What follows belongs to an exercise in optimizing a design on an open flow for small area, a short achievable clock period and few clock cycles per item; a production flow would make more cautious choices.
At most, simulation tests tie the RTL to the original design; equivalence was not proved.

Design mont_redc_ws, start of the top module:
module mont_redc_ws #(
    parameter int P_WIDTH  = 64,
    parameter int W_WIDTH  = 32,
    parameter int PD_WIDTH = 2 * P_WIDTH,
    parameter int NUM_W    = P_WIDTH / W_WIDTH
) (
    input  logic                clk,
    input  logic                rst_n,
    input  logic                in_valid,
    output logic                in_ready,
    input  logic [PD_WIDTH-1:0] Mul_in,
    input  logic [P_WIDTH-1:0]  N_in,
    input  logic [W_WIDTH-1:0]  Nprime_in,
    output logic                out_valid,
    input  logic                out_ready,
    output logic [P_WIDTH-1:0]  res_out,
    output logic [P_WIDTH:0]    res_raw_out
);
    logic        st_load, st_step, st_fin2;
    logic [2:0]  cnt;
    logic        free, pv, go;
    logic        la_on;    
    logic [65:0] w;
    logic [64:0] r;
    logic        m63, sel_r;
    logic        qtop;
    logic [7:0]  q_q, nt_q;
    logic [63:0] n_q;
    logic [7:0]  tl_q;
    logic [3:0] onen, twon, negn;
    always_ff @(posedge clk) begin
        n_q   <= N_in;
        tl_q  <= Mul_in[7:0];
    end
    logic [2:0] bnp [4];
    for (genvar j = 0; j < 4; j++) begin : g_npenc
        assign bnp[j] = {Nprime_in[2*j+1], Nprime_in[2*j], (j == 0) ? 1'b0 : Nprime_in[2*j-1]};
        always_ff @(posedge clk) begin
            onen[j] <= bnp[j][1] ^ bnp[j][0];
            twon[j] <= (bnp[j] == 3'b011) || (bnp[j] == 3'b100);
            negn[j] <= bnp[j][2];
        end
    end
    logic [2:0] bd [4];
    logic [3:0] one, two, neg, one_a, two_a, neg_a, one_d, two_d, neg_d;
    logic [3:0] one_x, two_x, neg_x;
    logic [7:0] q_d;
    logic       qtop_d;
    for (genvar j = 0; j < 4; j++) begin : g_enc
        assign bd[j] = {q_d[2*j+1], q_d[2*j], (j == 0) ? qtop_d : q_d[2*j-1]};
        assign one_d[j] = bd[j][1] ^ bd[j][0];
        assign two_d[j] = (bd[j] == 3'b011) || (bd[j] == 3'b100);
        assign neg_d[j] = bd[j][2];
        assign one_a[j] = ~one_x[j] & la_on;
        assign two_a[j] = ~two_x[j] & la_on;
        assign neg_a[j] = ~neg_x[j] & la_on;
    end
    logic [64:0] e0, e1, e2, e3;
    assign e0[32:0] = (({33{one[0]}} & n_q[32:0]) | ({33{two[0]}} & {n_q[31:0], 1'b0})) ^ {33{neg[0]}};
  ...
==> flow/config.mk <==
export PLATFORM = sky130hd
export DESIGN_NAME = mont_redc_ws
export DESIGN_NICKNAME = mont_redc_ws
export VERILOG_FILES = /design/flow/design.v
export SDC_FILE = /design/flow/constraint.sdc
export NUM_CORES = 4
export LEC_CHECK = 0
export CAP_MARGIN = 20
export CORE_MARGIN = 2
export CORE_UTILIZATION = 40
export SLEW_MARGIN = 60
==> flow/constraint.sdc <==
create_clock -name core_clock -period 16.0 [get_ports {clk}]
set_input_delay 3.2000 -clock core_clock [delete_from_list [all_inputs] [get_ports {clk}]]
set_output_delay 3.2000 -clock core_clock [all_outputs]
set_load 0.01 [all_outputs]
standard.sh (not shown) runs the stock make flow with config.mk's settings and CLKGATE_MAP_FILE= SYNTH_SCRIPT=/design/flow/synth_recipe.tcl, a recipe that flattens the netlist after the stock synthesis.
==> flow/flow/run.sh <==
#!/bin/bash
# The standard layout (standard.sh: ORFS synth .. finish) with two changes:
#  - port buffers use the smallest plain buffer cell (every port still gets its own buffer)
#  - the setup repair over-fixes: repair_timing aims at 10.3 ns of setup slack instead of 0
export BUFFER_PORTS_ARGS="-buffer_cell sky130_fd_sc_hd__buf_1"
export SETUP_SLACK_MARGIN=10.3
bash standard.sh > standard.log 2>&1
The baseline passed the timing, design-rule and antenna checks.
Testbench counts at the start, summed over its fixed seeds: cycles 48,016, items 4,800.
Edit:
- CTS_BUF_LIST: not set -> sky130_fd_sc_hd__clkbuf_8
- SLEW_MARGIN: 60 -> 20
What happened: The changed run completed without violations; utilization falls by 0.30 points; synthesized area does not change; cell area falls by 0.64%; wire length came out lower by 0.67%; first-iteration DRC count fell by about 9%; worst setup slack is better by 0.069 ns; synthesized cell count does not change; final cell count is higher by about 0.74%.

---

== JK ==
mont_redc_ws, a different RTL version from the one above (not shown whole).
Size: ~4,700 cells after synthesis, ~300 flip-flops, roughly 360 I/O pins, roughly 43,000 µm² of cells after synthesis.
clock: 16.0 ns
lec_check: 0
cap_margin: 20
core_margin: 2
core_utilization: 40
slew_margin: 20
run.sh (not shown) runs the stock make flow with config.mk's settings and CLKGATE_MAP_FILE= SYNTH_SCRIPT=/design/flow/synth_recipe.tcl, a recipe that flattens the netlist after the stock synthesis.
Stock flow here: none of the scripts above is used.
No stage failed in JK, and the final checks on the layout all came back clean.
Testbench counts of JK, summed over its fixed seeds: cycles 48,016, items 4,800.
diff inputs: JK => MS
- changing SLEW_MARGIN from 20 to 80
- changing CAP_MARGIN from 20 to 60
In summary, MS completed successfully, with a layout that passed the timing, design-rule and antenna checks. MS ends up with higher area growth from synthesis to layout than JK does. The higher met2 usage in global routing came out of MS. Summary — delay of the slowest cell on the worst path, MS relative to JK: lower, by 0.67 ns. On number of buffers outside the clock class in the layout: between MS and JK, it ends up higher for MS.
Setup changes, MS to AL
- a change of CAP_MARGIN from 60 to 20
- a change of SLEW_MARGIN from 80 to 60
==> comparison <==
- MS -> AL: worst stage delay on the critical path flat
- Growth of design area from synthesis to finish ends up higher on MS.
- Between AL and MS, the worst hold slack is higher for AL.
- Vias after detailed routing: AL and MS compared, higher one is MS
- NOTE total of plain and repair buffers excluding clock buffers MS->AL decreased by more than a quarter
- Diff MS -> AL: initial antenna violation count -1, summed area of non-filler cells in the final layout -7.8%, overall global routing resource usage -0.51 points, routed wire length -2800 µm.
- Per the comparison of AL with MS, worst setup slack has increased, critical path depth -2.

---

== run a ==
mont_redc_ws, a different RTL version from the one above (not shown whole).
Size in the first run: roughly 260 flip-flops, roughly 360 I/O pins, ~29000 um2 of cells after synthesis.
// mont_redc_ws
module mont_redc_ws #(
    parameter int P_WIDTH  = 64,
    parameter int W_WIDTH  = 32,
    parameter int PD_WIDTH = 2 * P_WIDTH,
    parameter int NUM_W    = P_WIDTH / W_WIDTH
) (
    input  logic                clk,
    input  logic                rst_n,
    input  logic                in_valid,
    output logic                in_ready,
    input  logic [PD_WIDTH-1:0] Mul_in,
    input  logic [P_WIDTH-1:0]  N_in,
    input  logic [W_WIDTH-1:0]  Nprime_in,
    output logic                out_valid,
    input  logic                out_ready,
    output logic [P_WIDTH-1:0]  res_out,
    output logic [P_WIDTH:0]    res_raw_out
);
make LEC_CHECK=0 CAP_MARGIN=20 CORE_MARGIN=2 CORE_UTILIZATION=40 SLEW_MARGIN=60 finish   # period 16.0 ns
Run a finished every stage and its layout cleared the timing, design-rule and antenna checks.
Changes in run b relative to run a:
- CTS_BUF_LIST: unset -> sky130_fd_sc_hd__clkbuf_8
==> flow/flow/run.sh (new file) <==
#!/bin/bash
# The standard layout (standard.sh: ORFS synth .. finish), except that the port
# buffers use the smallest plain buffer cell (every port still gets its own buffer).
export BUFFER_PORTS_ARGS="-buffer_cell sky130_fd_sc_hd__buf_1"
bash standard.sh > standard.log 2>&1
==> flow/standard.sh (new file) <==
#!/bin/bash
# synth_recipe.tcl (not shown) runs the flow's synth.tcl, then flattens the netlist and writes it again
# the make line also repeats each setting of config.mk as NAME=value (left out here)
make -C /OpenROAD-flow-scripts/flow DESIGN_CONFIG=/design/flow/config.mk WORK_HOME=/design/flow/orfs CLKGATE_MAP_FILE= SYNTH_SCRIPT=/design/flow/synth_recipe.tcl "${@:-finish}"
removed: flow/run.sh
==> comparison <==
- The final-stage net count was comparable across run b and run a.
- Run a → run b: worst setup slack before clock tree synthesis saw an increase; delay of the slowest cell on the worst path dropped 100 ps; final instance area fell 6.4%; synthesized-area fraction occupied by adder cells saw little to no change; clock-buffer cell count moved up.
- Run b has sequential share of layout area above what run a had.
- Final worst slack improves in run b relative to run a.
Function was not checked in any run of this note: the RTL went through the layout flow alone.

-- static timing again, ports no longer ideal --
Ports are ideal in the flow. The routed layouts listed here were re-timed in OpenROAD.
Step 1, drivers: a clkbuf_16 drives clk and a buf_2 each remaining input, both assumed.
Step 2 also shifts input and output timing later by t, the mid clock arrival at the registers, as if the neighbouring blocks saw the same clock.
a / b / c = ideal ports / drivers / drivers and shift; a / b = the first two.
run | shift t [ns] | setup slack, ns | worst data-port slew with drivers (ns)
the first run of note 1 | 0.618 | 10.308 / 10.308 / 10.308 | 0.12
the second run of note 1 | 0.717 | 10.377 / 10.377 / 10.377 | 0.11
JK | 0.682 | 8.292 / 8.292 / 8.292 | 0.15
MS | 0.693 | 8.498 / 8.498 / 8.498 | 0.15
AL | 0.693 | 8.692 / 8.692 / 8.692 | 0.15
run a | 0.627 | 9.614 / 9.614 / 9.614 | 0.07
run b | 0.709 | 9.632 / 9.632 / 9.632 | 0.11
After both steps every run listed still meets setup and hold.
